This is an optimization exercise on Yosys and OpenROAD, whose aim is a short achievable clock period and few clock cycles, not a production implementation.
RTL that was checked went through simulation tests only; none was proved equivalent to the original.
Only the layout flow was run in runs 1 to 3; the RTL was not checked for function there.
Power and IR drop assume default switching activity. No driver is modelled on the clock port, so clocking that relies on it looks cheaper here than on a real chip.

==> design/flow/design.v <==
`timescale 1ns / 1ps
package rs485_pkg;
   localparam int MODE_W  = 3;
   localparam int DATA_W  = 8;
   localparam int LIMIT_W = 16;
   localparam int KIND_W  = 2;
   localparam int COUNT_W = 7;
   localparam int TIMEOUT_W = 16;
   localparam logic [TIMEOUT_W-1:0] TIMEOUT_RESET = 16'd9;
   localparam logic [15:0] IDLE_MAX = 16'hFFFF;
   localparam logic [MODE_W-1:0] MODE_WRITE    = 3'd0;
   localparam logic [MODE_W-1:0] MODE_READ     = 3'd1;
   localparam logic [MODE_W-1:0] MODE_RX       = 3'd2;
   localparam logic [MODE_W-1:0] MODE_TX_READY = 3'd3;
   localparam logic [MODE_W-1:0] MODE_TX_DONE  = 3'd4;
   localparam logic [MODE_W-1:0] MODE_TICK     = 3'd5;
   localparam logic [KIND_W-1:0] KIND_STATUS    = 2'd0;
   localparam logic [KIND_W-1:0] KIND_TX_BYTE   = 2'd1;
   localparam logic [KIND_W-1:0] KIND_HOST_BYTE = 2'd2;
   localparam logic [KIND_W-1:0] KIND_NO_FRAME  = 2'd3;
   typedef enum logic [1:0] {
      PH_RECEIVING = 2'd0,
      PH_SENDING   = 2'd1,
      PH_DRAINING  = 2'd2
   } link_phase_type;
   typedef enum logic [1:0] {
      ST_IDLE     = 2'd0,
      ST_TX_FETCH = 2'd1,
      ST_FRAME    = 2'd2
   } ctrl_state_type;
endpackage
`timescale 1ns / 1ps
module rs485_ram #(
   parameter int WIDTH = 8,
   parameter int DEPTH = 64
) (
   input  logic                     clock,
   input  logic                     wr_en,
   input  logic [DEPTH-1:0]         wr_sel,
   input  logic [WIDTH-1:0]         wr_data,
   input  logic                     shift,
   output logic [WIDTH-1:0]         head0,
   output logic [WIDTH-1:0]         head1,
   output logic [WIDTH-1:0]         head2
);
   logic [DEPTH*WIDTH-1:0] mem;
   always_ff @(posedge clock) begin
      for (int i = 0; i < DEPTH - 1; i++) begin
         if (shift) begin
            mem[i*WIDTH +: WIDTH] <= mem[(i+1)*WIDTH +: WIDTH];
         end else if (wr_en && wr_sel[i]) begin
            mem[i*WIDTH +: WIDTH] <= wr_data;
         end
      end
      if (!shift && wr_en && wr_sel[DEPTH-1]) begin
         mem[(DEPTH-1)*WIDTH +: WIDTH] <= wr_data;
      end
   end
   assign head0 = mem[0 +: WIDTH];
   assign head1 = mem[WIDTH +: WIDTH];
   assign head2 = mem[2*WIDTH +: WIDTH];
endmodule
`timescale 1ns / 1ps
import rs485_pkg::*;
module rs485_half_duplex_frame_buffer_top #(
   parameter int BUFFER_DEPTH = 64
) (
   input  logic                            clock,
   input  logic                            reset,
   input  logic                            req_valid,
   output logic                            req_stall,
   input  logic [rs485_pkg::MODE_W-1:0]    req_mode,
   input  logic [rs485_pkg::DATA_W-1:0]    req_data,
   input  logic                            req_last,
   input  logic [rs485_pkg::LIMIT_W-1:0]   req_read_limit,
   output logic                            rsp_valid,
   input  logic                            rsp_stall,
   output logic [rs485_pkg::KIND_W-1:0]    rsp_kind,
   output logic [rs485_pkg::DATA_W-1:0]    rsp_byte_out,
   output logic                            rsp_final_res,
   output logic                            rsp_driver_enable,
   output logic [rs485_pkg::COUNT_W-1:0]   rsp_byte_count,
   input  logic                            csr_wr_en,
   input  logic [rs485_pkg::TIMEOUT_W-1:0] csr_wr_data
);
   localparam int D  = BUFFER_DEPTH;
   localparam int CW = $clog2(BUFFER_DEPTH + 1);
   localparam int RW = KIND_W + DATA_W + 1 + 1 + COUNT_W;
   logic                  r_valid, r_wr, r_rd, r_rx, r_txr, r_txd, r_tick;
   logic [DATA_W-1:0]     r_data;
   logic                  r_last;
   logic [CW-1:0]         r_lim;         
   logic                  r_lim_z, r_lim_1, r_lim_ge2;
   logic                  le_ff, le_in;   
   logic                  lim_hi_in;
   logic                  stall_ff, stall_in;     
   logic                  ready_ff;               
   logic                  rst_q;
   logic                  ph_rx_ff, ph_tx_ff, ph_dr_ff;
   logic                  ph_rx_in, ph_tx_in, ph_dr_in;
   logic                  driving_ff, driving_in;
   logic [CW-1:0]         tx_cnt_ff, tx_cnt_in;
   logic [D-1:0]          tx_oh_ff, tx_oh_in;
   logic [CW-1:0]         rx_len_ff, rx_len_in;
   logic [D-1:0]          rx_oh_ff, rx_oh_in;
   logic [15:0]           idle_ff, idle_in;
   logic [16:0]           idle_p1_ff, idle_p1_in;   
   logic                  ige_ff, ige_in;
   logic [TIMEOUT_W-1:0]  timeout_ff;
   logic                  tmo_z_ff;                 
   logic [CW-1:0]         rem_ff, rem_in;           
   logic [CW-1:0]         total_ff, total_in;
   logic                  o_valid_ff, s_valid_ff, s_valid_in;   
   logic                  o_empty_ff;                           
   logic [RW-1:0]         o_ff, s_ff, b_ff, o_new;
   logic                  o_hold, o_valid_in;
   logic                  ready, proc, strm, produce;
   logic                  go_wr, go_rdfr, go_rx, go_txb, go_txe, go_txd, go_tick, go_rdz;
   logic                  tx_full, rem_ge2, rem_ge3, rem_2;
   logic                  tx_nz, rx_nz, rx_1, rx_ge2;   
   logic                  tx_nz_in, rx_nz_in, rx_1_in, rx_ge2_in;
   logic                  n_nz, n_1, n_ge2, idle_clr, idle_inc;
   logic [CW-1:0]         n, tx_new, rx_len_p1;
   logic [RW-1:0]         p;
   logic [KIND_W-1:0]     p_kind;
   logic [DATA_W-1:0]     p_byte;
   logic                  p_final;
   logic [COUNT_W-1:0]    p_count;
   logic [DATA_W-1:0]     tx_h0, tx_h1, tx_h2, rx_h0, rx_h1, rx_h2;
   logic [DATA_W-1:0]     wdata_q;                  
   logic                  tx_wpend_ff, tx_spend_ff, rx_wpend_ff, rx_spend_ff;
   logic [DATA_W-1:0]     tx_byte, rx_byte0, rx_byte1;
   rs485_ram #(.WIDTH(DATA_W), .DEPTH(D)) u_tx_ram (
      .clock  (clock),
      .wr_en  (tx_wpend_ff),
      .wr_sel ({tx_oh_ff[0], tx_oh_ff[D-1:1]}),
      .wr_data(wdata_q),
      .shift  (tx_spend_ff),
      .head0  (tx_h0),
      .head1  (tx_h1),
      .head2  (tx_h2)
   );
   rs485_ram #(.WIDTH(DATA_W), .DEPTH(D)) u_rx_ram (
      .clock  (clock),
      .wr_en  (rx_wpend_ff),
      .wr_sel ({rx_oh_ff[0], rx_oh_ff[D-1:1]}),
      .wr_data(wdata_q),
      .shift  (rx_spend_ff),
      .head0  (rx_h0),
      .head1  (rx_h1),
      .head2  (rx_h2)
   );
   assign tx_byte  = tx_spend_ff ? tx_h1 : (tx_wpend_ff && tx_oh_ff[1]) ? wdata_q : tx_h0;
   assign rx_byte0 = (rx_wpend_ff && rx_oh_ff[1]) ? wdata_q : rx_h0;
   assign rx_byte1 = rx_spend_ff ? rx_h2 : rx_h1;
   assign tx_full   = tx_cnt_ff[CW-1];
   assign tx_new    = tx_full ? tx_cnt_ff : CW'(tx_cnt_ff + 1'b1);
   assign rx_len_p1 = CW'(rx_len_ff + 1'b1);
   assign rem_ge2   = (rem_ff[CW-1:1] != '0);
   assign rem_ge3   = (rem_ff[CW-1:2] != '0) || (rem_ff[1] && rem_ff[0]);
   assign rem_2     = (rem_ff == CW'(2));
   assign n     = le_ff ? rx_len_ff : r_lim;
   assign n_nz  = !r_lim_z;                  
   assign n_1   = rx_1 || r_lim_1;           
   assign n_ge2 = rx_ge2 && r_lim_ge2;
   assign ready   = ready_ff;
   assign strm    = rem_ge2 && !s_valid_ff;
   assign proc    = ready && r_valid;
   assign go_wr   = ready && r_wr && ph_rx_ff;
   assign go_rdz  = ready && r_rd && !rx_nz;
   assign go_rdfr = ready && r_rd && rx_nz && ige_ff;
   assign go_rx   = ready && r_rx && ph_rx_ff;
   assign go_txb  = ready && r_txr && ph_tx_ff && tx_nz;
   assign go_txe  = ready && r_txr && ph_tx_ff && !tx_nz;
   assign go_txd  = ready && r_txd && ph_dr_ff;
   assign go_tick = ready && r_tick;
   assign produce = strm || proc;
   always_comb begin
      ph_rx_in   = ph_rx_ff;
      ph_tx_in   = ph_tx_ff;
      ph_dr_in   = ph_dr_ff;
      driving_in = driving_ff;
      tx_cnt_in  = tx_cnt_ff;
      tx_oh_in   = tx_oh_ff;
      if (go_wr) begin
         tx_cnt_in = tx_new;
         if (!tx_full) begin
            tx_oh_in = {tx_oh_ff[D-2:0], tx_oh_ff[D-1]};
         end
         if (r_last) begin
            driving_in = 1'b1;
            ph_rx_in   = 1'b0;
            ph_tx_in   = 1'b1;
         end
      end
      if (go_txb) begin
         tx_cnt_in = CW'(tx_cnt_ff - 1'b1);
      end
      if (go_txe) begin
         ph_tx_in = 1'b0;
         ph_dr_in = 1'b1;
      end
      if (go_txd) begin
         driving_in = 1'b0;
         ph_dr_in   = 1'b0;
         ph_rx_in   = 1'b1;
         tx_cnt_in  = '0;
         tx_oh_in   = D'(1);
      end
      rx_len_in = rx_len_ff;
      rx_oh_in  = rx_oh_ff;
      if (go_rx) begin
         rx_len_in = rx_len_ff[CW-1] ? CW'(1) : rx_len_p1;
         rx_oh_in  = {rx_oh_ff[D-2:0], rx_oh_ff[D-1]};
      end
      if (go_rdfr) begin
         rx_len_in = '0;
         rx_oh_in  = D'(1);
      end
      idle_clr   = go_rx || go_rdz;
      idle_inc   = go_tick && !idle_p1_ff[16];
      idle_in    = idle_clr ? 16'd0 : idle_inc ? idle_p1_ff[15:0] : idle_ff;
      idle_p1_in = idle_clr ? 17'd1 : idle_inc ? 17'(idle_p1_ff + 1'b1) : idle_p1_ff;
      if (!ready) begin
         ige_in = ige_ff;
      end else if (idle_clr) begin
         ige_in = tmo_z_ff;
      end else if (idle_inc) begin
         ige_in = ({1'b0, timeout_ff} <= idle_p1_ff);
      end else begin
         ige_in = (timeout_ff <= idle_ff);
      end
      tx_nz_in  = go_wr || (tx_nz && !go_txd && !(go_txb && tx_cnt_ff == CW'(1)));
      rx_nz_in  = go_rx || (rx_nz && !go_rdfr);
      rx_1_in   = go_rx ? (rx_len_ff[CW-1] || !rx_nz) : (rx_1 && !go_rdfr);
      rx_ge2_in = go_rx ? (rx_nz && !rx_len_ff[CW-1]) : (rx_ge2 && !go_rdfr);
      lim_hi_in = (req_read_limit[LIMIT_W-1:CW] != '0);
      if (!ready) begin
         le_in = le_ff;
      end else if (go_rx && rx_len_ff[CW-1]) begin
         le_in = lim_hi_in || (req_read_limit[CW-1:0] != '0);
      end else if (go_rx) begin
         le_in = lim_hi_in || (rx_len_ff < req_read_limit[CW-1:0]);
      end else if (go_rdfr) begin
         le_in = 1'b1;
      end else begin
         le_in = lim_hi_in || (rx_len_ff <= req_read_limit[CW-1:0]);
      end
      rem_in   = rem_ff;
      total_in = total_ff;
      if (strm) begin
         rem_in = CW'(rem_ff - 1'b1);
      end
      if (go_rdfr) begin
         rem_in   = n;
         total_in = n;
      end
      p_kind  = KIND_STATUS;
      p_byte  = '0;
      p_final = 1'b1;
      p_count = '0;
      if (strm) begin
         p_kind  = KIND_HOST_BYTE;
         p_byte  = rx_byte1;
         p_final = rem_2;
         p_count = COUNT_W'(total_ff);
      end
      if (go_wr) begin
         p_count = COUNT_W'(tx_new);
      end
      if (ready && r_rd) begin
         if (!rx_nz || !ige_ff) begin
            p_kind = KIND_NO_FRAME;
         end else if (n_nz) begin
            p_kind  = KIND_HOST_BYTE;
            p_byte  = rx_byte0;
            p_final = n_1;
            p_count = COUNT_W'(n);
         end
      end
      if (go_txb) begin
         p_kind = KIND_TX_BYTE;
         p_byte = tx_byte;
      end
      p = {p_kind, p_byte, p_final, driving_in, p_count};
      s_valid_in = !o_empty_ff && rsp_stall && (s_valid_ff || produce);
      if (strm) begin
         stall_in = s_valid_in || rem_ge3;
      end else begin
         stall_in = s_valid_in || rem_ge2 || (go_rdfr && n_ge2);
      end
   end
   always_ff @(posedge clock) begin
      rst_q <= reset;
      if (reset) begin
         r_valid    <= 1'b0;
         r_wr       <= 1'b0;
         r_rd       <= 1'b0;
         r_rx       <= 1'b0;
         r_txr      <= 1'b0;
         r_txd      <= 1'b0;
         r_tick     <= 1'b0;
         stall_ff   <= 1'b0;
         ready_ff   <= 1'b1;
         timeout_ff <= TIMEOUT_RESET;
         tmo_z_ff   <= 1'b0;
         rem_ff     <= '0;
         o_valid_ff <= 1'b0;
         o_empty_ff <= 1'b1;
         s_valid_ff <= 1'b0;
      end else begin
         if (ready) begin
            r_valid <= req_valid;
            r_wr    <= req_valid && (req_mode == MODE_WRITE);
            r_rd    <= req_valid && (req_mode == MODE_READ);
            r_rx    <= req_valid && (req_mode == MODE_RX);
            r_txr   <= req_valid && (req_mode == MODE_TX_READY);
            r_txd   <= req_valid && (req_mode == MODE_TX_DONE);
            r_tick  <= req_valid && (req_mode == MODE_TICK);
         end
         stall_ff   <= stall_in;
         ready_ff   <= !stall_in;
         if (csr_wr_en) begin
            timeout_ff <= csr_wr_data;
            tmo_z_ff   <= (csr_wr_data == '0);
         end
         rem_ff     <= rem_in;
         o_valid_ff <= o_valid_in;
         o_empty_ff <= !o_valid_in;
         s_valid_ff <= s_valid_in;
      end
   end
   always_ff @(posedge clock) begin
      if (rst_q) begin
         ph_rx_ff   <= 1'b1;
         ph_tx_ff   <= 1'b0;
         ph_dr_ff   <= 1'b0;
         driving_ff <= 1'b0;
         tx_cnt_ff  <= '0;
         tx_oh_ff   <= D'(1);
         rx_len_ff  <= '0;
         rx_oh_ff   <= D'(1);
         idle_ff    <= '0;
         idle_p1_ff <= 17'd1;
         ige_ff     <= 1'b0;
         le_ff      <= 1'b1;
         tx_nz      <= 1'b0;
         rx_nz      <= 1'b0;
         rx_1       <= 1'b0;
         rx_ge2     <= 1'b0;
      end else begin
         ph_rx_ff   <= ph_rx_in;
         ph_tx_ff   <= ph_tx_in;
         ph_dr_ff   <= ph_dr_in;
         driving_ff <= driving_in;
         tx_cnt_ff  <= tx_cnt_in;
         tx_oh_ff   <= tx_oh_in;
         rx_len_ff  <= rx_len_in;
         rx_oh_ff   <= rx_oh_in;
         idle_ff    <= idle_in;
         idle_p1_ff <= idle_p1_in;
         ige_ff     <= ige_in;
         le_ff      <= le_in;
         tx_nz      <= tx_nz_in;
         rx_nz      <= rx_nz_in;
         rx_1       <= rx_1_in;
         rx_ge2     <= rx_ge2_in;
      end
   end
   always_ff @(posedge clock) begin
      if (ready) begin
         r_data    <= req_data;
         r_last    <= req_last;
         r_lim     <= req_read_limit[CW-1:0];
         r_lim_z   <= (req_read_limit == '0);
         r_lim_1   <= (req_read_limit == 16'd1);
         r_lim_ge2 <= (req_read_limit[LIMIT_W-1:1] != '0);
      end
      total_ff <= total_in;
      wdata_q     <= r_data;
      tx_wpend_ff <= go_wr && !tx_full;
      tx_spend_ff <= go_txb;
      rx_wpend_ff <= go_rx;
      rx_spend_ff <= strm;
      if (!s_valid_ff) begin
         s_ff <= p;
      end
      o_ff <= o_hold ? b_ff : o_new;
      if (!o_hold && o_valid_in) begin
         b_ff <= o_new;
      end
   end
   assign o_hold     = !o_empty_ff && rsp_stall;
   assign o_valid_in = s_valid_ff || produce || o_hold;
   assign o_new      = s_valid_ff ? s_ff : p;
   assign req_stall  = stall_ff;
   assign rsp_valid = o_valid_ff;
   assign {rsp_kind, rsp_byte_out, rsp_final_res, rsp_driver_enable, rsp_byte_count} = o_ff;
endmodule
==> design/flow/flow/run.sh <==
#!/bin/bash
# The standard ORFS layout, with three changes to how it is built:
#  - the port buffers are sky130_fd_sc_hd__buf_4 cells instead of the
#    delay-cell buffers buffer_ports picks by default;
#  - the resizer may change a cell to any cell of the same function
#    (MATCH_CELL_FOOTPRINT=0), not only one with the same footprint;
#  - clock tree synthesis clusters up to 30 sinks within 100 um per leaf
#    buffer and adds no dummy loads, which gives a tree with fewer levels and
#    a shorter insertion delay for every register alike.
# The whole make output goes to standard_flow.log; ORFS keeps each step's log
# under orfs/logs/.
set -euo pipefail
bash standard.sh "BUFFER_PORTS_ARGS=-buffer_cell sky130_fd_sc_hd__buf_4" \
   MATCH_CELL_FOOTPRINT=0 \
   "CTS_ARGS=-sink_clustering_enable -repair_clock_nets -sink_clustering_size 30 -sink_clustering_max_diameter 100 -dont_use_dummy_load" \
   finish > standard_flow.log 2>&1
==> design/flow/standard.sh <==
#!/bin/bash
# synth_recipe.tcl (not shown) runs the flow's synth.tcl, then flattens the netlist and writes it again
# the make line also repeats each setting of config.mk as NAME=value (left out here)
make -C /OpenROAD-flow-scripts/flow DESIGN_CONFIG=/design/flow/config.mk WORK_HOME=/design/flow/orfs CLKGATE_MAP_FILE= SYNTH_SCRIPT=/design/flow/synth_recipe.tcl "${@:-finish}"
==> design/flow/config.mk <==
export PLATFORM = sky130hd
export DESIGN_NAME = rs485_half_duplex_frame_buffer_top
export DESIGN_NICKNAME = rs485_half_duplex_frame_buffer_top
export VERILOG_FILES = /design/flow/design.v
export SDC_FILE = /design/flow/constraint.sdc
export NUM_CORES = 4
export LEC_CHECK = 0
export ABC_CLOCK_PERIOD_IN_PS = 1600
export CAP_MARGIN = 20
export CORE_MARGIN = 2
export CORE_UTILIZATION = 65
export PLACE_DENSITY = 0.7
export SETUP_SLACK_MARGIN = 2.8
export SLEW_MARGIN = 20
export TNS_END_PERCENT = 20
==> design/flow/constraint.sdc <==
create_clock -name core_clock -period 4.6 [get_ports {clock}]
set_input_delay 0.9200 -clock core_clock [delete_from_list [all_inputs] [get_ports {clock}]]
set_output_delay 0.9200 -clock core_clock [all_outputs]
set_load 0.01 [all_outputs]
==> results of run 1 <==
flip-flops by register name, summed over array words and instances, names as in the netlist, 17 cells and up:
| register | count |
|---|---|
| u_rx_ram.mem | 512 |
| u_tx_ram.mem | 512 |
| o_ff | 19 |
| rx_oh_ff | 64 |
| idle_p1_ff | 17 |
| tx_oh_ff | 64 |
| s_ff | 19 |
| b_ff | 19 |
metal layers:
metal	up-vias	wire, um	part of all wire
li1	15900	-	-
met1	16600	50600	0.45
met2	968	54000	0.48
met3	139	6150	0.054
met4	0	2210	0.020
met5	-	0	0
repair_timing:
action,in CTS,in global routing
gates resized for setup,93,162
endpoints found under the setup margin,2272,1286
setup buffers,25,43
pin swaps,7,37
cloned,19,13
cell usage after synthesis, types with 7 or more instances:
| cell type | count |
|---|---|
| nand3_1 | 24 |
| edfxtp_1 | 1053 |
| a211oi_1 | 17 |
| a31oi_1 | 9 |
| nand2_1 | 2340 |
| buf_2 | 113 |
| o21ai_0 | 32 |
| nand2b_1 | 29 |
| o21ai_2 | 12 |
| mux2_2 | 26 |
| nor2_1 | 85 |
| a21o_1 | 128 |
| nand4_1 | 17 |
| clkbuf_1 | 193 |
| mux2i_1 | 41 |
| inv_1 | 59 |
| xor2_1 | 9 |
| buf_1 | 18 |
| nor3_1 | 13 |
| ha_1 | 47 |
| xnor2_1 | 22 |
| nor4_1 | 8 |
| a21oi_1 | 173 |
| o22ai_1 | 9 |
| o31ai_2 | 7 |
| dfxtp_1 | 288 |
worst max-delay path by stage:
stage	end	cells after the start	slack, ns
after global placement	u_rx_ram.mem[162]	4	1.79
after global routing	ige_ff	8	2.49
after floorplan	le_ff	6	2.60
after CTS	rsp_byte_out[0]	1	2.54
after detailed placement	u_rx_ram.mem[226]	4	1.76
final	ige_ff	8	2.54
per-stage QoR:
stage,cell area (um2),hold WS (ns),worst slack (ns)
after floorplan,53300,0.323,2.60
after global placement,54000,0.326,1.79
after detailed placement,54000,0.329,1.76
after CTS,56100,0.355,2.54
after global routing,57200,0.360,2.49
final,57200,0.354,2.54
cell usage in the layout, fill, tap and decap left out, types with 8 or more instances in the layout:
| cell type | Yosys | routed |
|---|---|---|
| a21o_1 | 128 | 118 |
| nand2b_1 | 29 | 12 |
| xnor2_1 | 22 | 21 |
| edfxtp_1 | 1053 | 1053 |
| dfxtp_4 | 0 | 10 |
| a21o_2 | 0 | 10 |
| mux2i_1 | 41 | 40 |
| ha_1 | 47 | 42 |
| o21ai_0 | 32 | 26 |
| dfxtp_2 | 0 | 39 |
| nand2b_2 | 0 | 15 |
| buf_6 | 3 | 42 |
| dfxtp_1 | 288 | 239 |
| a211oi_2 | 2 | 11 |
| nand2b_4 | 0 | 17 |
| nand3_1 | 24 | 22 |
| a211oi_1 | 17 | 8 |
| inv_1 | 59 | 54 |
| a21oi_1 | 173 | 172 |
| nor3_1 | 13 | 12 |
| nand4_1 | 17 | 17 |
| clkbuf_16 | 0 | 57 |
| mux2_2 | 26 | 21 |
| nor2_1 | 85 | 78 |
| buf_12 | 0 | 12 |
| nand2_1 | 2340 | 2335 |
| o21ai_2 | 12 | 16 |
| buf_4 | 5 | 109 |
| xor2_1 | 9 | 9 |
worst reg2reg max path: cells and delay by family, from the launching register on:
kind,cells,cell delay [ns]
adders and majority gates,1,0.26
buffers and inverters,1,0.05
DFF,1,0.35
AOI/OAI and AO/OA,3,0.55
and+or+nand+nor,3,0.76
area by class of cell:
type	count	area, um2	share of cell area
timing repair inverter	1	8.76	0.000153
clock buffer	50	1250	0.0219
sequential	1341	37500	0.655
timing repair buffer	181	1930	0.0337
tap	1060	1330	0.0232
inverter	63	268	0.00468
multi-input combinational	3140	14900	0.261
power groups by stage:
stage | clock, mW | sequential (mW) | combinational, mW
6_report | 5.40 | 18.6 | 8.11
5_1_grt | 5.86 | 18.9 | 9.09
4_1_cts | 5.48 | 18.6 | 7.69
3_5_place_dp | 0 | 18.9 | 7.09
3_3_place_gp | 0 | 18.8 | 6.89
2_1_floorplan | 0 | 18.4 | 5.29
cell families after synthesis:
| logic type | count (synthesis) | synth area share |
|---|---|---|
| fa+ha+maj | 47 | 0.0110 |
| buf+inv | 395 | 0.0313 |
| simple gates | 2553 | 0.186 |
| xor+xnor | 31 | 0.00510 |
| mux | 67 | 0.0132 |
| compound gates | 420 | 0.0507 |
| flops | 1341 | 0.702 |
==> results.toml, run 1 <==
[power]
swShare = 0.310
totalPowerFinal_mw = 32.1
switchingPower_mw = 9.96
seqPwrFrac = 0.580
p_comb_frac = 0.252
cellLeakagePower_nw = 23.1
p_per_area_nw_per_um2 = 562
p_clk_frac = 0.168
p_int_mw = 22.2
ir_drop_uv = 492

[grt]
top_usage_layer = "met2"
antenna_found_initial = 2
grt_use_met3 = 0.0248
grt_overflow = 0
grt_first_pass_wirelength_um = 175000
grt_max_degree = 177
grtUsageTotal = 0.258
met2_usage = 0.423
grt_pass1_vias = 32000
use_met1 = 0.382

[sta]
fin_crit_ns = 2.06
maxSlewHeadroom = 0.495
clock_skew_ns = 0.0343
slew_violations = 0
rsz0062_at_grt = "yes"
setup_viol = 0
fin_crit_sh = 0.447
fin_tns_setup_ns = 0
max_freq_mhz = 487
tightestPinTransition_ns = 0.757
finalHoldViolCount = 0

[worst_setup_path]
crit_family = "simple AND/OR/NAND/NOR gates"
crit_buf_inv = 1
max_stage_delay_ns = 0.56
cp_data_arrival_time_ns = 2.62
cp-startpoint = "idle_ff[13]"
path_cells = "inv_2, ha_4, nand4_1, or4_4, a21o_1, a21oi_2, nor3_2, a32o_1"
setup.worst_path.class = "flop to flop"
reg2reg_depth = 8
critPathSlowestCell = "or4_4"
path_max_fanout = 2
r2r-start = "idle_ff[13]"
r2r_end = "ige_ff"
cp-start-kind = "flop"
cp.required_ns = 5.17
endpoint_kind = "flop"
r2r_slack_ns = 2.54

[logic_synthesis]
yosys_most_used_dff = "edfxtp_1"
synth_area_leaders = "edfxtp_1 59%, nand2_1 17%, dfxtp_1 11%, a21o_1 1.8%, a21oi_1 1.6%"
syn_nets = 4950
synth_area_um2 = 53200
ys_types = 65
yosysSeqAreaShare = 0.702
synth_top_area_frac = 0.594
yosysTopAreaCell = "edfxtp_1"
ys_warn_count = 2
synth_edf_count = 1053
synthArstFlopShare = 0
synth.avg_cell_area_um2 = 11.0
synth_seq_cells = 1341
syn_inst = 4854

[place]
dp.cells = 5686
gp_congestion = 0.842
portBuffers = 69
hpwlAfterDp_um = 60800

[clocking]
cts_buffer_depth = 3
cts_inserted_buffers = 50
hold_buffers = 0
cts_htree_levels = 2
clkTransAtPathRegs_ns = 0.12
cts.sink_count = 1341
insertion_delay_ns = 0.66
cts_tree = "built"
cts_root_buf = "clkbuf_16"

[layout]
layout.cells.non_filler = 5836
fillers = 5927
fin_util = 0.708
n_antenna_cell = 0
drive_above_1_share = 0.0938
synthToLayoutAreaGrowth_pct = 7.46
finish.net_count = 4874

[hold_path]
min-delay-start = "r_data[6]"
hold_path_depth = 0
min_to = "wdata_q[6]"
hp-class = "flop to flop"

[floorplan]
die-area_um2 = 84200
fp.dieH_um = 290
row_count = 104
die_w_um = 290
initial_core_util = 0.659
core_area_um2 = 80800
io_pins = 70

[flow_run]
cap_violations = 0

[routing]
wirelength_um = 113000
wl_per_cell_um = 19.4
ant_nets = 0
first_pass_iters = 5
vias = 33700
vias_per_cell = 5.77
drt_iter0_drc = 3184
drc = 0

[run_status]
status = "finished clean"
==> inputs of run 2 (changes only) <==
--- a/design/flow/config.mk
+++ b/design/flow/config.mk
@@ -8,8 +8,8 @@
 export ABC_CLOCK_PERIOD_IN_PS = 1600
 export CAP_MARGIN = 20
 export CORE_MARGIN = 2
-export CORE_UTILIZATION = 65
-export PLACE_DENSITY = 0.7
+export CORE_UTILIZATION = 75
+export PLACE_DENSITY = 0.8
 export SETUP_SLACK_MARGIN = 2.8
 export SLEW_MARGIN = 20
 export TNS_END_PERCENT = 20
==> run 2 against run 1 <==
Compared with the run above:
- still clean on timing, DRC and antenna
- routed wire length decreased by 0.42%
- final cell count decreased by 2.9%
- setup slack got worse by 0.029 ns
- sequential cell count unchanged
- via count increased by 0.73%
- combinational power decreased by 2%
- largest cell class unchanged
==> results.toml, run 2 <==
[logic_synthesis]
ys_types = 65
yosysTopAreaCell = "edfxtp_1"
yosys_most_used_dff = "edfxtp_1"
synthArstFlopShare = 0
syn_inst = 4854
synth_edf_count = 1053
synth_seq_cells = 1341
synth.avg_cell_area_um2 = 11.0
synth_common_cells = "2340 x nand2_1, 1053 x edfxtp_1, 288 x dfxtp_1"
yosysSeqAreaShare = 0.702
synth_area_um2 = 53200
synth_top_area_frac = 0.594
yosysMostFrequentCell = "nand2_1"
ys_warn_count = 2
syn_nets = 4950
synth_area_leaders = "edfxtp_1 59%, nand2_1 17%, dfxtp_1 11%, a21o_1 1.8%, a21oi_1 1.6%"

[clocking]
cts_inserted_buffers = 50
cts_root_buf = "clkbuf_16"
cts_tree = "built"
clkTransAtPathRegs_ns = 0.11
insertion_delay_ns = 0.66
cts.sink_count = 1341
cts_buffer_depth = 3
cts_htree_levels = 2

[floorplan]
io_pins = 70
initial_core_util = 0.759
die_w_um = 270
row_count = 97
core_area_um2 = 70100
fp.dieH_um = 270
die-area_um2 = 73100

[sta]
finalHoldViolCount = 0
setup_ws_ns = 2.52
holdWs_ns = 0.391
setup_viol = 0
tightestPinTransition_ns = 0.830
rsz0062_at_grt = "yes"
fin_crit_sh = 0.453
clock_skew_ns = 0.0269
slew_violations = 0
fin_tns_setup_ns = 0
maxSlewHeadroom = 0.445
max_freq_mhz = 480
fin_crit_ns = 2.08

[grt]
grtUsageTotal = 0.304
use_met1 = 0.430
grt_overflow = 0
met2_usage = 0.508
grt_use_met3 = 0.0353
grt_max_degree = 203
antenna_found_initial = 0
top_usage_layer = "met2"
grt_pass1_vias = 32700
grt_first_pass_wirelength_um = 176000

[place]
hpwlAfterDp_um = 64400
gp_congestion = 0.892
place_area_um2 = 54000
dp_slack_ns = 1.90
portBuffers = 69

[routing]
first_pass_iters = 6
ant_nets = 0
wirelength_um = 112000
vias = 33900
vias_per_cell = 5.98
drt_iter0_drc = 3896
drc = 0
wl_per_cell_um = 19.8

[worst_setup_path]
path_cells = "inv_1, ha_1, nand4_1, or4_4, o211ai_4, nor3_2, nor3_2, a32o_1"
cpMostUsedCell = "nor3_2"
max_stage_delay_ns = 0.57
critPathSlowestCell = "or4_4"
endpoint_kind = "flop"
cp-start-kind = "flop"
cp.required_ns = 5.21
cp_data_arrival_time_ns = 2.70
setup.worst_path.class = "flop to flop"
path_max_fanout = 2

[layout]
register_area_um2 = 37400
biggestRegsByFlops = "u_rx_ram.mem x512, u_tx_ram.mem x512"
layout_commonest_cell = "nand2_1"
finish.net_count = 4826
synthToLayoutAreaGrowth_pct = 5.83
final_area_um2 = 56300
fillers = 4274
drive_above_1_share = 0.0789
multi_input_area_um2 = 14700
final_cell_mix = "2335 x nand2_1, 1053 x edfxtp_1, 249 x dfxtp_1, 171 x a21oi_1, 108 x a21o_1"

[power]
ir_drop_uv = 563
p_per_area_nw_per_um2 = 566
cellLeakagePower_nw = 22.7

[flow_run]
cap_violations = 0

[run_status]
status = "finished clean"

[hold_path]
hp-class = "flop to flop"
-- run 2: cell counts after synthesis --
No cell type changed its count.
-- run 2: cells by family after synthesis --
| group | count (synthesis) | share of synthesized area |
|---|---|---|
| xor+xnor | 31 | 0.00510 |
| compound gates | 420 | 0.0507 |
| simple gates | 2553 | 0.186 |
| buf+inv | 395 | 0.0313 |
| fa+ha+maj | 47 | 0.0110 |
| flops | 1341 | 0.702 |
| mux | 67 | 0.0132 |
-- run 2: area by class of cell --
type                       instances  area share
timing repair buffer             144      0.0268
sequential                      1341       0.665
inverter                          63     0.00469
multi-input combinational       3130       0.260
clock buffer                      50      0.0222
antenna                            1   0.0000444
tap                              940      0.0209
-- run 2: stage by stage --
step	util	cells	power, mW
final	0.803	5669	31.9
after floorplan	-	4854	23.7
after global placement	0.769	5574	25.7
after detailed placement	0.769	5574	26.1
after global routing	0.803	5668	33.4
after CTS	0.799	5660	31.7
-- run 2: routing by layer --
layer,up-vias,part of all wire
li1,15800,-
met1,16600,0.41
met2,1355,0.50
met3,189,0.070
met4,0,0.025
met5,-,0
-- run 2: path summary, 6_finish.rpt --
kind,startpoint,endpoint,slack (ns),depth (start not counted)
hold reg to reg,r_data[1],wdata_q[1],0.39,0
hold / removal,r_data[1],wdata_q[1],0.39,0
setup reg to reg,idle_ff[12],ige_ff,2.52,8
setup / recovery,idle_ff[12],ige_ff,2.52,8
-- run 2: what timing repair did --
action / CTS / global route
setup buffers: 23 / 5
hold buffers: 0 / 0
cloned: 13 / 3
pin swaps: 10 / 9
resized for setup: 138 / 52
endpoints found under the hold margin: 0 / 0
endpoints found under the setup margin: 2178 / 1665
-- run 2: power by group --
part	switching (mW)	total [mW]	leakage, nW	internal (mW)
combinational	5.44	7.94	9.65	2.51
clock	3.35	5.32	0.616	1.96
sequential	1.05	18.6	12.4	17.6
total	9.84	31.9	22.7	22.1
-- run 2: worst max-delay path, delay by kind of cell (launching register included) --
family | cells | cell delay [ns]
AO/OA/AOI/OAI | 2 | 0.38
adder cells (fa/ha/maj) | 1 | 0.28
buffers and inverters | 1 | 0.04
flip-flops | 1 | 0.33
AND/OR/NAND/NOR | 4 | 1.03
==> inputs of run 3 (changes only) <==
--- a/design/flow/design.v
+++ b/design/flow/design.v
@@ -106,6 +106,7 @@
    logic [15:0]           idle_ff, idle_in;
    logic [16:0]           idle_p1_ff, idle_p1_in;   
    logic                  ige_ff, ige_in;
+   logic                  g_ff, g_in, g_new;        
    logic [TIMEOUT_W-1:0]  timeout_ff;
    logic                  tmo_z_ff;                 
    logic [CW-1:0]         rem_ff, rem_in;           
@@ -221,14 +222,22 @@
       idle_inc   = go_tick && !idle_p1_ff[16];
       idle_in    = idle_clr ? 16'd0 : idle_inc ? idle_p1_ff[15:0] : idle_ff;
       idle_p1_in = idle_clr ? 17'd1 : idle_inc ? 17'(idle_p1_ff + 1'b1) : idle_p1_ff;
-      if (!ready) begin
-         ige_in = ige_ff;
+      if (idle_clr) begin
+         g_new = tmo_z_ff;
+      end else if (idle_inc) begin
+         g_new = g_ff || (idle_p1_ff == {1'b0, timeout_ff});
+      end else begin
+         g_new = g_ff;
+      end
+      ige_in = ready ? g_new : ige_ff;
+      if (!csr_wr_en) begin
+         g_in = g_new;
       end else if (idle_clr) begin
-         ige_in = tmo_z_ff;
+         g_in = (csr_wr_data == '0);
       end else if (idle_inc) begin
-         ige_in = ({1'b0, timeout_ff} <= idle_p1_ff);
+         g_in = ({1'b0, csr_wr_data} <= idle_p1_ff);
       end else begin
-         ige_in = (timeout_ff <= idle_ff);
+         g_in = (csr_wr_data <= idle_ff);
       end
       tx_nz_in  = go_wr || (tx_nz && !go_txd && !(go_txb && tx_cnt_ff == CW'(1)));
       rx_nz_in  = go_rx || (rx_nz && !go_rdfr);
@@ -343,6 +352,7 @@
          idle_ff    <= '0;
          idle_p1_ff <= 17'd1;
          ige_ff     <= 1'b0;
+         g_ff       <= csr_wr_en && (csr_wr_data == '0);
          le_ff      <= 1'b1;
          tx_nz      <= 1'b0;
          rx_nz      <= 1'b0;
@@ -360,6 +370,7 @@
          idle_ff    <= idle_in;
          idle_p1_ff <= idle_p1_in;
          ige_ff     <= ige_in;
+         g_ff       <= g_in;
          le_ff      <= le_in;
          tx_nz      <= tx_nz_in;
          rx_nz      <= rx_nz_in;
--- a/design/flow/config.mk
+++ b/design/flow/config.mk
@@ -8,8 +8,8 @@
 export ABC_CLOCK_PERIOD_IN_PS = 1600
 export CAP_MARGIN = 20
 export CORE_MARGIN = 2
-export CORE_UTILIZATION = 75
-export PLACE_DENSITY = 0.8
+export CORE_UTILIZATION = 65
+export PLACE_DENSITY = 0.7
 export SETUP_SLACK_MARGIN = 2.8
 export SLEW_MARGIN = 20
 export TNS_END_PERCENT = 20
==> run 3 against run 2 <==
Compared with the run above:
- die area rose by 15%
- critical path depth fell by 2
- synthesized cell count rose by 0.49%
- total power barely moved
- global-route usage fell by 5.2 points
- non-clock buffer count rose by 2
- hold slack got worse by 0.035 ns
- final cell count rose by 2.4%
- register-to-register slack barely moved
- sequential power barely moved
- sequential cell count rose by 1
- via count fell by 2.1%
==> results.toml, run 3 <==
[sta]
maxSlewHeadroom = 0.433
max_freq_mhz = 480
fin_tns_setup_ns = 0
slew_violations = 0
setup_viol = 0
fin_crit_ns = 2.08
finalHoldViolCount = 0
fin_crit_sh = 0.453
tightestPinTransition_ns = 0.850
rsz0062_at_grt = "yes"
clock_skew_ns = 0.0303

[worst_setup_path]
cp.required_ns = 5.15
endpoint_kind = "flop"
crit_family = "compound AO/OA/AOI/OAI gates"
crit_buf_inv = 0
path_max_fanout = 6
r2r_end = "o_ff[0]"
cp-start-kind = "flop"
cpMostUsedCell = "o21ai_2"
cp_data_arrival_time_ns = 2.63
path_cells = "or4_4, o31a_4, a311o_1, o21ai_2, o21ai_2, mux2_4"
critPathSlowestCell = "or4_4"
r2r_slack_ns = 2.52
worst-path-stages = 6
endpoint = "o_ff[0]"
max_stage_delay_ns = 0.60
setup.worst_path.class = "flop to flop"
reg2reg_depth = 6
cp-startpoint = "rem_ff[3]"
r2r-start = "rem_ff[3]"

[clocking]
insertion_delay_ns = 0.65
hold_buffers = 0
clkTransAtPathRegs_ns = 0.11
cts_inserted_buffers = 50
cts_tree = "built"
cts_htree_levels = 2
cts_root_buf = "clkbuf_16"
cts_buffer_depth = 3
cts.sink_count = 1342

[grt]
grt_overflow = 0
grt_pass1_vias = 31800
grt_first_pass_wirelength_um = 172000
grt_max_degree = 207
antenna_found_initial = 0
grtUsageTotal = 0.252

[logic_synthesis]
yosys_most_used_dff = "edfxtp_1"
syn_nets = 4974
yosysMostFrequentCell = "nand2_1"
synth_edf_count = 1053
synth_seq_cells = 1342
synth_area_leaders = "edfxtp_1 59%, nand2_1 16%, dfxtp_1 11%, clkbuf_1 2.2%, a21o_1 1.9%"
synthArstFlopShare = 0
synth.avg_cell_area_um2 = 10.9
yosysSeqAreaShare = 0.703
synth_common_cells = "2334 x nand2_1, 1053 x edfxtp_1, 312 x clkbuf_1"
yosysTopAreaCell = "edfxtp_1"
synth_area_um2 = 53200
synth_top_area_frac = 0.594
ys_types = 59
syn_inst = 4878
ys_warn_count = 2

[layout]
biggestRegsByFlops = "u_rx_ram.mem x512, u_tx_ram.mem x512"
n_antenna_cell = 0
layout_commonest_cell = "nand2_1"
drive_above_1_share = 0.0799
final_cell_mix = "2329 x nand2_1, 1053 x edfxtp_1, 253 x dfxtp_1, 181 x a21oi_1, 107 x a21o_1"
layout.cells.non_filler = 5806
final_area_um2 = 56800
finish.net_count = 4844
synthToLayoutAreaGrowth_pct = 6.82

[floorplan]
die_w_um = 290
io_pins = 70
core_area_um2 = 80800
fp.dieH_um = 290
die-area_um2 = 84200
initial_core_util = 0.659
row_count = 104

[hold_path]
hold_path_depth = 0
hp-class = "flop to flop"

[routing]
wirelength_um = 107000
ant_nets = 0
wl_per_cell_um = 18.5
first_pass_iters = 5
vias_per_cell = 5.72
drc = 0
vias = 33200
drt_iter0_drc = 2772

[place]
gp_congestion = 0.847
portBuffers = 69
dp.cells = 5706
place_area_um2 = 54400
hpwlAfterDp_um = 60900

[power]
cellLeakagePower_nw = 22.9
p_per_area_nw_per_um2 = 561
ir_drop_uv = 399

[run_status]
status = "finished clean"

[flow_run]
cap_violations = 0
run 3: cell types whose count changed after synthesis, moves of 7 or more:
cell and change:
a21oi_1 +10, xor2_1 +16, o2bb2ai_1 +7, o21ai_2 -10
buf_2 -109, mux2i_1 -15, a211o_1 +9, mux2_2 +12
clkbuf_1 +119, a211oi_1 -8
run 3: how the worst min path moves through the flow:
| stage | end | slack [ns] | start |
|---|---|---|---|
| 2_1_floorplan | wdata_q[0] | 0.32 | r_data[0] |
| 3_3_place_gp | wdata_q[7] | 0.33 | r_data[7] |
| 3_5_place_dp | wdata_q[7] | 0.33 | r_data[7] |
| 4_1_cts | wdata_q[7] | 0.36 | r_data[7] |
| 5_1_grt | wdata_q[7] | 0.37 | r_data[7] |
| 6_report | wdata_q[7] | 0.36 | r_data[7] |
run 3: cell type report:
type | instances | area, um2
Fill cell | 5886 | 24000
Clock buffer | 50 | 1250
Sequential cell | 1342 | 37500
Multi-Input combinational cell | 3151 | 15000
Inverter | 57 | 220
Tap cell | 1060 | 1330
Timing Repair Buffer | 146 | 1570
run 3: cells by family (layout without fill, tap and decap cells):
kind of cell             count (synthesis)  after routing  synth area share
AO/OA/AOI/OAI                          428            430            0.0507
XOR/XNOR                                46             46           0.00757
adder cells (fa/ha/maj)                 47             47            0.0110
buffers and inverters                  394            253            0.0280
flip-flops                            1342           1342             0.703
multiplexers                            65             65            0.0132
AND/OR/NAND/NOR                       2556           2563             0.187
run 3: through the flow:
stage	power [mW]	worst slack [ns]	utilization	hold WS, ns
5_1_grt	33.6	2.50	0.704	0.373
3_3_place_gp	25.8	1.76	0.673	0.327
3_5_place_dp	26.0	1.67	0.673	0.333
2_1_floorplan	23.8	2.25	-	0.323
4_1_cts	31.9	2.50	0.700	0.359
6_report	31.9	2.52	0.704	0.356
run 3: power breakdown:
part	internal, mW	switching, mW	total, mW
logic	2.74	5.20	7.94
clock network	1.97	3.40	5.37
registers	17.6	1.01	18.6
run 3: repair_timing:
| action | in CTS | in global routing |
|---|---|---|
| buffers inserted | 30 | 4 |
| pin swaps | 20 | 14 |
| resized for setup | 122 | 64 |
| setup endpoints to repair | 2023 | 1215 |
| gates cloned | 14 | 2 |
run 3: layer usage:
| metal | GRT usage | routed length (um) | up-vias |
|---|---|---|---|
| met5 | 0 | 0 | - |
| met4 | 0.0610 | 2410 | 0 |
| met3 | 0.0259 | 4710 | 137 |
| met2 | 0.411 | 51400 | 693 |
| met1 | 0.368 | 48800 | 16500 |
| li1 | - | - | 15900 |
==> inputs of run 4 (changes only) <==
--- a/design/flow/design.v
+++ b/design/flow/design.v
@@ -90,7 +90,7 @@
    logic [DATA_W-1:0]     r_data;
    logic                  r_last;
    logic [CW-1:0]         r_lim;         
-   logic                  r_lim_z, r_lim_1, r_lim_ge2;
+   logic                  r_lim_z, r_lim_1, r_lim_ge2, r_lim_ge3;
    logic                  le_ff, le_in;   
    logic                  lim_hi_in;
    logic                  stall_ff, stall_in;     
@@ -117,7 +117,10 @@
    logic                  o_hold, o_valid_in;
    logic                  ready, proc, strm, produce;
    logic                  go_wr, go_rdfr, go_rx, go_txb, go_txe, go_txd, go_tick, go_rdz;
-   logic                  tx_full, rem_ge2, rem_ge3, rem_2;
+   logic                  tx_full;
+   logic                  rem_ge2, rem_ge3, rem_2;            
+   logic                  rem_ge2_in, rem_ge3_in, rem_2_in;
+   logic                  rx_ge3, rx_ge3_in, n_ge3;
    logic                  tx_nz, rx_nz, rx_1, rx_ge2;   
    logic                  tx_nz_in, rx_nz_in, rx_1_in, rx_ge2_in;
    logic                  n_nz, n_1, n_ge2, idle_clr, idle_inc;
@@ -157,13 +160,11 @@
    assign tx_full   = tx_cnt_ff[CW-1];
    assign tx_new    = tx_full ? tx_cnt_ff : CW'(tx_cnt_ff + 1'b1);
    assign rx_len_p1 = CW'(rx_len_ff + 1'b1);
-   assign rem_ge2   = (rem_ff[CW-1:1] != '0);
-   assign rem_ge3   = (rem_ff[CW-1:2] != '0) || (rem_ff[1] && rem_ff[0]);
-   assign rem_2     = (rem_ff == CW'(2));
    assign n     = le_ff ? rx_len_ff : r_lim;
    assign n_nz  = !r_lim_z;                  
    assign n_1   = rx_1 || r_lim_1;           
    assign n_ge2 = rx_ge2 && r_lim_ge2;
+   assign n_ge3 = rx_ge3 && r_lim_ge3;
    assign ready   = ready_ff;
    assign strm    = rem_ge2 && !s_valid_ff;
    assign proc    = ready && r_valid;
@@ -243,6 +244,7 @@
       rx_nz_in  = go_rx || (rx_nz && !go_rdfr);
       rx_1_in   = go_rx ? (rx_len_ff[CW-1] || !rx_nz) : (rx_1 && !go_rdfr);
       rx_ge2_in = go_rx ? (rx_nz && !rx_len_ff[CW-1]) : (rx_ge2 && !go_rdfr);
+      rx_ge3_in = go_rx ? (rx_ge2 && !rx_len_ff[CW-1]) : (rx_ge3 && !go_rdfr);
       lim_hi_in = (req_read_limit[LIMIT_W-1:CW] != '0);
       if (!ready) begin
          le_in = le_ff;
@@ -255,13 +257,22 @@
       end else begin
          le_in = lim_hi_in || (rx_len_ff <= req_read_limit[CW-1:0]);
       end
-      rem_in   = rem_ff;
+      rem_in     = rem_ff;
+      rem_ge2_in = rem_ge2;
+      rem_ge3_in = rem_ge3;
+      rem_2_in   = rem_2;
       total_in = total_ff;
       if (strm) begin
-         rem_in = CW'(rem_ff - 1'b1);
+         rem_in     = CW'(rem_ff - 1'b1);
+         rem_ge2_in = rem_ge3;
+         rem_ge3_in = (rem_ff[CW-1:2] != '0);
+         rem_2_in   = (rem_ff == CW'(3));
       end
       if (go_rdfr) begin
-         rem_in   = n;
+         rem_in     = n;
+         rem_ge2_in = n_ge2;
+         rem_ge3_in = n_ge3;
+         rem_2_in   = n_ge2 && !n_ge3;
          total_in = n;
       end
       p_kind  = KIND_STATUS;
@@ -314,6 +325,9 @@
          timeout_ff <= TIMEOUT_RESET;
          tmo_z_ff   <= 1'b0;
          rem_ff     <= '0;
+         rem_ge2    <= 1'b0;
+         rem_ge3    <= 1'b0;
+         rem_2      <= 1'b0;
          o_valid_ff <= 1'b0;
          o_empty_ff <= 1'b1;
          s_valid_ff <= 1'b0;
@@ -334,6 +348,9 @@
             tmo_z_ff   <= (csr_wr_data == '0);
          end
          rem_ff     <= rem_in;
+         rem_ge2    <= rem_ge2_in;
+         rem_ge3    <= rem_ge3_in;
+         rem_2      <= rem_2_in;
          o_valid_ff <= o_valid_in;
          o_empty_ff <= !o_valid_in;
          s_valid_ff <= s_valid_in;
@@ -358,6 +375,7 @@
          rx_nz      <= 1'b0;
          rx_1       <= 1'b0;
          rx_ge2     <= 1'b0;
+         rx_ge3     <= 1'b0;
       end else begin
          ph_rx_ff   <= ph_rx_in;
          ph_tx_ff   <= ph_tx_in;
@@ -376,6 +394,7 @@
          rx_nz      <= rx_nz_in;
          rx_1       <= rx_1_in;
          rx_ge2     <= rx_ge2_in;
+         rx_ge3     <= rx_ge3_in;
       end
    end
    always_ff @(posedge clock) begin
@@ -386,6 +405,7 @@
          r_lim_z   <= (req_read_limit == '0);
          r_lim_1   <= (req_read_limit == 16'd1);
          r_lim_ge2 <= (req_read_limit[LIMIT_W-1:1] != '0);
+         r_lim_ge3 <= (req_read_limit[LIMIT_W-1:2] != '0) || (req_read_limit[1:0] == 2'd3);
       end
       total_ff <= total_in;
       wdata_q     <= r_data;
==> run 4 against run 3 <==
Compared with the run above:
- global-route usage grew 0.45 points
- synthesized cell count grew 0.86%
- utilization grew 0.054 points
- total power shrank 40%
- sequential power shrank 29%
- combinational power shrank 91%
- critical path depth shrank 5
- design area grew 1.2%
- critical path type is now flop to output pin
- critical endpoint is now rsp_byte_out[7]
==> results.toml, run 4 <==
[clocking]
cts_htree_levels = 2
cts_root_buf = "clkbuf_16"
cts.sink_count = 1347
insertion_delay_ns = 0.64
cts_tree = "built"
hold_buffers = 0
cts_buffer_depth = 3
clkTransAtPathRegs_ns = 0.11
cts_inserted_buffers = 50

[logic_synthesis]
ys_types = 58
synth_top_area_frac = 0.592
syn_nets = 5015
synth_area_um2 = 53400
syn_inst = 4920
ys_warn_count = 2
synth_area_leaders = "edfxtp_1 59%, nand2_1 16%, dfxtp_1 11%, clkbuf_1 2.1%, a21o_1 1.8%"
yosysSeqAreaShare = 0.702
synth_edf_count = 1054
synth_seq_cells = 1347
yosysTopAreaCell = "edfxtp_1"
yosys_most_used_dff = "edfxtp_1"
synth_common_cells = "2337 x nand2_1, 1054 x edfxtp_1, 302 x clkbuf_1"
yosysMostFrequentCell = "nand2_1"
synth.avg_cell_area_um2 = 10.9
synthArstFlopShare = 0

[sta]
max_freq_mhz = 485
maxSlewHeadroom = 0.528
rsz0062_at_grt = "yes"
fin_crit_ns = 2.06
setup_viol = 0
finalHoldViolCount = 0
slew_violations = 0
clock_skew_ns = 0.0261
fin_tns_setup_ns = 0
tightestPinTransition_ns = 0.708
fin_crit_sh = 0.449

[grt]
grt_first_pass_wirelength_um = 176000
grt_pass1_vias = 33000
antenna_found_initial = 0
grt_overflow = 0
grt_max_degree = 136
grtUsageTotal = 0.256

[routing]
vias_per_cell = 5.69
ant_nets = 0
drc = 0
vias = 33600
first_pass_iters = 6
drt_iter0_drc = 2823
wirelength_um = 109000
wl_per_cell_um = 18.5

[layout]
fin_util = 0.704
fillers = 5991
n_antenna_cell = 0
finish.net_count = 4926
drive_above_1_share = 0.0905
multi_input_area_um2 = 15100
final_cell_mix = "2335 x nand2_1, 1054 x edfxtp_1, 236 x dfxtp_1, 178 x a21oi_1, 119 x buf_4"
biggestRegsByFlops = "u_rx_ram.mem x512, u_tx_ram.mem x512"
layout_commonest_cell = "nand2_1"
synthToLayoutAreaGrowth_pct = 7.65
register_area_um2 = 37600

[floorplan]
row_count = 105
initial_core_util = 0.654
die_w_um = 291
core_area_um2 = 81700
io_pins = 70
die-area_um2 = 84500
fp.dieH_um = 291

[worst_setup_path]
critPathSlowestCell = "dfxtp_2"
path_max_fanout = 1
cp_data_arrival_time_ns = 1.14
max_stage_delay_ns = 0.39
r2r_slack_ns = 2.67
path_cells = "buf_6"
endpoint_kind = "output pin"
r2r_end = "tx_oh_ff[37]"
cp.required_ns = 3.68
crit_family = "flip-flops"
setup.worst_path.class = "flop to output pin"
r2r-start = "ready_ff"
cp-start-kind = "flop"
crit_buf_inv = 1
reg2reg_depth = 8

[hold_path]
hold_path_depth = 0
min-delay-start = "r_data[1]"
hp-class = "flop to flop"
min_to = "wdata_q[1]"

[power]
cellLeakagePower_nw = 21.5
totalPowerFinal_mw = 19.2
ir_drop_uv = 315
p_per_area_nw_per_um2 = 334

[flow_run]
cap_violations = 0

[run_status]
status = "finished clean"

[place]
gp_congestion = 0.850
portBuffers = 69
hpwlAfterDp_um = 60100
[run 4: cell types whose count changed after synthesis, sizes merged, moves of 7 or more]
cell	before	now
buf	25	37
nor3	14	31
o31ai	4	12
nor2	81	101
clkbuf	312	302
mux2i	26	40
a211oi	9	16
mux2	39	25
o2bb2ai	7	0
[run 4: final cells by class]
| cell class | instances | area share |
|---|---|---|
| sequential | 1347 | 0.654 |
| inverter | 64 | 0.00496 |
| timing repair inverter | 1 | 0.000130 |
| multi-input combinational | 3180 | 0.262 |
| timing repair buffer | 187 | 0.0339 |
| tap | 1070 | 0.0233 |
| clock buffer | 50 | 0.0217 |
[run 4: logic make-up (layout without fill, tap and decap cells)]
family / Yosys count / count (layout) / share of synthesized area
XOR/XNOR: 49 / 49 / 0.00803
adder cells (fa/ha/maj): 46 / 46 / 0.0108
AO/OA/AOI/OAI: 417 / 417 / 0.0487
multiplexers: 65 / 65 / 0.0128
AND/OR/NAND/NOR: 2593 / 2603 / 0.189
buffers and inverters: 403 / 302 / 0.0285
flip-flops: 1347 / 1347 / 0.702
[run 4: power by group]
part           leakage (nW)  internal, mW  total [mW]  switching [mW]
registers              11.9          13.1        13.2          0.0516
clock network         0.616          1.97        5.37            3.40
logic                  8.99         0.213       0.687           0.475
total                  21.5          15.3        19.2            3.93
[run 4: per-stage QoR]
stage	instances	hold slack (ns)	worst slack, ns	area (um2)
6_report	5899	0.352	2.54	57500
4_1_cts	5876	0.352	2.51	57100
2_1_floorplan	4920	0.323	2.07	53600
3_3_place_gp	5759	0.326	1.74	54600
3_5_place_dp	5759	0.327	1.68	54600
5_1_grt	5899	0.363	2.49	57500
[run 4: how the worst max path moves through the flow]
stage,start,end,slack [ns],depth (start not counted)
3_5_place_dp,ready_ff,tx_oh_ff[41],1.68,7
2_1_floorplan,req_read_limit[11],le_ff,2.07,6
3_3_place_gp,ready_ff,tx_oh_ff[31],1.74,7
4_1_cts,o_ff[13],rsp_byte_out[4],2.51,1
5_1_grt,o_ff[16],rsp_byte_out[7],2.49,1
6_report,o_ff[16],rsp_byte_out[7],2.54,1
[run 4: layer usage]
metal | part of all wire | track usage | routed length, um | vias up
li1 | - | - | - | 16100
met5 | 0 | 0 | 0 | -
met3 | 0.051 | 0.0321 | 5570 | 165
met2 | 0.48 | 0.423 | 52000 | 792
met4 | 0.026 | 0.0651 | 2870 | 0
met1 | 0.45 | 0.366 | 48700 | 16500
[run 4: what timing repair did]
action | CTS | global route
endpoints found under the hold margin | 0 | 0
pin swaps | 25 | 12
resized for setup | 176 | 78
endpoints found under the setup margin | 1871 | 1076
gates cloned | 19 | 2
buffers inserted | 48 | 21
Testbench counts of run 4, summed over its fixed seeds: cycles 9,281.
==> inputs of run 5 (changes only) <==
--- a/design/flow/config.mk
+++ b/design/flow/config.mk
@@ -5,11 +5,11 @@
 export SDC_FILE = /design/flow/constraint.sdc
 export NUM_CORES = 4
 export LEC_CHECK = 0
-export ABC_CLOCK_PERIOD_IN_PS = 1600
+export ABC_CLOCK_PERIOD_IN_PS = 1400
 export CAP_MARGIN = 20
 export CORE_MARGIN = 2
 export CORE_UTILIZATION = 65
 export PLACE_DENSITY = 0.7
-export SETUP_SLACK_MARGIN = 2.8
+export SETUP_SLACK_MARGIN = 3.0
 export SLEW_MARGIN = 20
-export TNS_END_PERCENT = 20
+export TNS_END_PERCENT = 30
==> run 5 against run 4 <==
Compared with the run above:
- clock skew rose by 0.0058 ns
- utilization rose by 2.4 points
- sequential cell count did not move
- setup slack improved by 0.00074 ns
- highest routed layer is now met5
==> results.toml, run 5 <==
[logic_synthesis]
synthArstFlopShare = 0
syn_nets = 5015
synth.avg_cell_area_um2 = 10.9
syn_inst = 4920
synth_area_leaders = "edfxtp_1 59%, nand2_1 16%, dfxtp_1 11%, clkbuf_1 2.1%, a21o_1 1.8%"
ys_warn_count = 2
ys_types = 58
synth_area_um2 = 53400
yosysMostFrequentCell = "nand2_1"
synth_common_cells = "2337 x nand2_1, 1054 x edfxtp_1, 302 x clkbuf_1"
synth_edf_count = 1054
yosysSeqAreaShare = 0.702
synth_seq_cells = 1347
yosys_most_used_dff = "edfxtp_1"
yosysTopAreaCell = "edfxtp_1"
synth_top_area_frac = 0.592

[place]
portBuffers = 69
hpwlAfterDp_um = 61900
gp_congestion = 0.842
dp.cells = 5760
dp_slack_ns = 1.69

[power]
swShare = 0.207
switchingPower_mw = 4.00
p_int_mw = 15.3
cellLeakagePower_nw = 22.0
ir_drop_uv = 299
p_clk_frac = 0.279
p_comb_frac = 0.039
totalPowerFinal_mw = 19.3
p_per_area_nw_per_um2 = 325
seqPwrFrac = 0.682

[worst_setup_path]
cp.required_ns = 3.68
critPathSlowestCell = "dfxtp_4"
r2r_end = "o_ff[16]"
crit_family = "flip-flops"
endpoint = "rsp_byte_out[1]"
endpoint_kind = "output pin"
path_max_fanout = 1
crit_buf_inv = 1
r2r_slack_ns = 2.64
max_stage_delay_ns = 0.38
r2r-start = "ready_ff"
cp-startpoint = "o_ff[10]"
cp_data_arrival_time_ns = 1.14
path_cells = "buf_6"
setup.worst_path.class = "flop to output pin"
reg2reg_depth = 9
worst-path-stages = 1
cp-start-kind = "flop"

[layout]
biggestRegsByFlops = "u_rx_ram.mem x512, u_tx_ram.mem x512"
finish.net_count = 4997
drive_above_1_share = 0.136
final_cell_mix = "2315 x nand2_1, 1054 x edfxtp_1, 234 x dfxtp_1, 167 x a21oi_1, 129 x buf_4"
synthToLayoutAreaGrowth_pct = 11.3
layout.cells.non_filler = 5971
layout_commonest_cell = "nand2_1"

[routing]
ant_nets = 0
drc = 0
wirelength_um = 117000
drt_iter0_drc = 3473
first_pass_iters = 6
wl_per_cell_um = 19.7
vias_per_cell = 5.80
vias = 34600

[grt]
grt_first_pass_wirelength_um = 182000
grt_max_degree = 109
grt_pass1_vias = 33600
antenna_found_initial = 1
grt_overflow = 0
grtUsageTotal = 0.268

[clocking]
cts_inserted_buffers = 50
cts_root_buf = "clkbuf_16"
cts_buffer_depth = 3
hold_buffers = 0
cts_htree_levels = 2
clkTransAtPathRegs_ns = 0.12
cts.sink_count = 1347
insertion_delay_ns = 0.64
cts_tree = "built"

[hold_path]
hp-class = "flop to flop"

[sta]
max_freq_mhz = 485
maxSlewHeadroom = 0.568
clock_skew_ns = 0.0319
setup_viol = 0
setup_ws_ns = 2.54
tightestPinTransition_ns = 0.648
fin_tns_setup_ns = 0
finalHoldViolCount = 0
fin_crit_sh = 0.448
rsz0062_at_grt = "yes"
fin_crit_ns = 2.06
slew_violations = 0

[floorplan]
io_pins = 70
die-area_um2 = 84500
initial_core_util = 0.654
core_area_um2 = 81700
die_w_um = 291
fp.dieH_um = 291
row_count = 105

[run_status]
status = "finished clean"

[flow_run]
cap_violations = 0
## run 5: cell counts after synthesis
No cell type changed its count.
## run 5: kinds of logic (layout without fill, tap and decap cells)
kind of cell / Yosys count / count (layout) / share of synthesized area
multiplexers: 65 / 65 / 0.0128
AO/OA/AOI/OAI: 417 / 418 / 0.0487
other: 0 / 1 / 0
XOR/XNOR: 49 / 49 / 0.00803
flip-flops: 1347 / 1347 / 0.702
adder cells (fa/ha/maj): 46 / 46 / 0.0108
AND/OR/NAND/NOR: 2593 / 2611 / 0.189
buffers and inverters: 403 / 364 / 0.0285
## run 5: power by group through the flow
stage	clock network (mW)	registers, mW	logic (mW)
after global placement	0	13.5	0.632
after detailed placement	0	13.5	0.655
final	5.40	13.2	0.751
after CTS	5.48	13.2	0.711
after floorplan	0	13.4	0.422
after global routing	5.87	13.2	0.837
## run 5: how the worst min path moves through the flow
stage	startpoint	endpoint	depth (start not counted)	slack, ns
final	r_data[6]	wdata_q[6]	0	0.35
after global routing	r_data[5]	wdata_q[5]	0	0.36
after global placement	r_data[6]	wdata_q[6]	0	0.33
after CTS	r_data[6]	wdata_q[6]	0	0.35
after detailed placement	r_data[6]	wdata_q[6]	0	0.33
after floorplan	r_data[0]	wdata_q[0]	0	0.32
## run 5: per-stage QoR
stage                     cell area, um2   util  hold slack [ns]
final                              59500  0.728            0.352
after global routing               59500  0.728            0.365
after floorplan                    54100      -            0.323
after CTS                          58400  0.714            0.353
after global placement             54900  0.672            0.328
after detailed placement           54900  0.672            0.328
## run 5: layout make-up
class	count	area, um2
Fill cell	5727	22200
Antenna cell	1	2.50
Inverter	64	289
Clock buffer	50	1250
Timing Repair Buffer	246	2880
Multi-Input combinational cell	3189	16100
Tap cell	1070	1340
Timing Repair inverter	4	51.3
Sequential cell	1347	37600
## run 5: worst reg2reg max path, cell delays in order, from the launching register on
cell and delay, ns:
dfxtp_4 0.41, nand4_1 0.14, buf_6 0.18, buf_6 0.12, nor2_4 0.25, buf_6 0.16
a211oi_4 0.04, nor3_4 0.18, o31ai_4 0.11, mux2_4 0.27
## run 5: layer usage
metal / vias to the layer above / wire, um / GRT usage
met5: - / 15 / 0
met1: 17200 / 50500 / 0.377
met3: 182 / 6400 / 0.0312
li1: 16300 / - / -
met4: 2 / 3180 / 0.0727
met2: 1001 / 57300 / 0.447
## run 5: what timing repair did
| item | in CTS | in global routing |
|---|---|---|
| setup buffers | 78 | 41 |
| resized for setup | 326 | 182 |
| endpoints found under the setup margin | 2259 | 1591 |
| pin swaps | 39 | 23 |
| hold endpoints to repair | 0 | 0 |
| gates cloned | 30 | 11 |

[what the ideal ports hide]
The results above use ideal ports. As a check the final layouts listed here were re-extracted and re-timed, cells and wires unchanged. Step 1 (the two cells are an assumption about what drives the block):
set clk [get_ports {clock}]
set_driving_cell -lib_cell sky130_fd_sc_hd__clkbuf_16 $clk
set_driving_cell -lib_cell sky130_fd_sc_hd__buf_2 [delete_from_list [all_inputs] $clk]
Step 2, shift: input delay + t, output delay - t, t = (earliest + latest rising clock arrival at the registers) / 2. This alone moves slack from input paths to output paths. Three values: no drivers, after step 1, after step 2; two values: the first two.
run	t (ns)	setup WS [ns]	hold slack, ns	worst data-port slew with drivers (ns)
run 1	0.714	2.545 / 2.501 / 2.288	0.354 / 0.354 / 0.354	0.05
run 2	0.714	2.516 / 2.494 / 2.240	0.391 / 0.391 / 0.391	0.04
run 3	0.701	2.517 / 2.475 / 1.919	0.356 / 0.356 / 0.356	0.05
run 4	0.697	2.537 / 2.473 / 1.888	0.352 / 0.352 / 0.352	0.05
run 5	0.692	2.537 / 2.474 / 1.888	0.352 / 0.352 / 0.352	0.04
After both steps setup and hold are still met in every run listed.
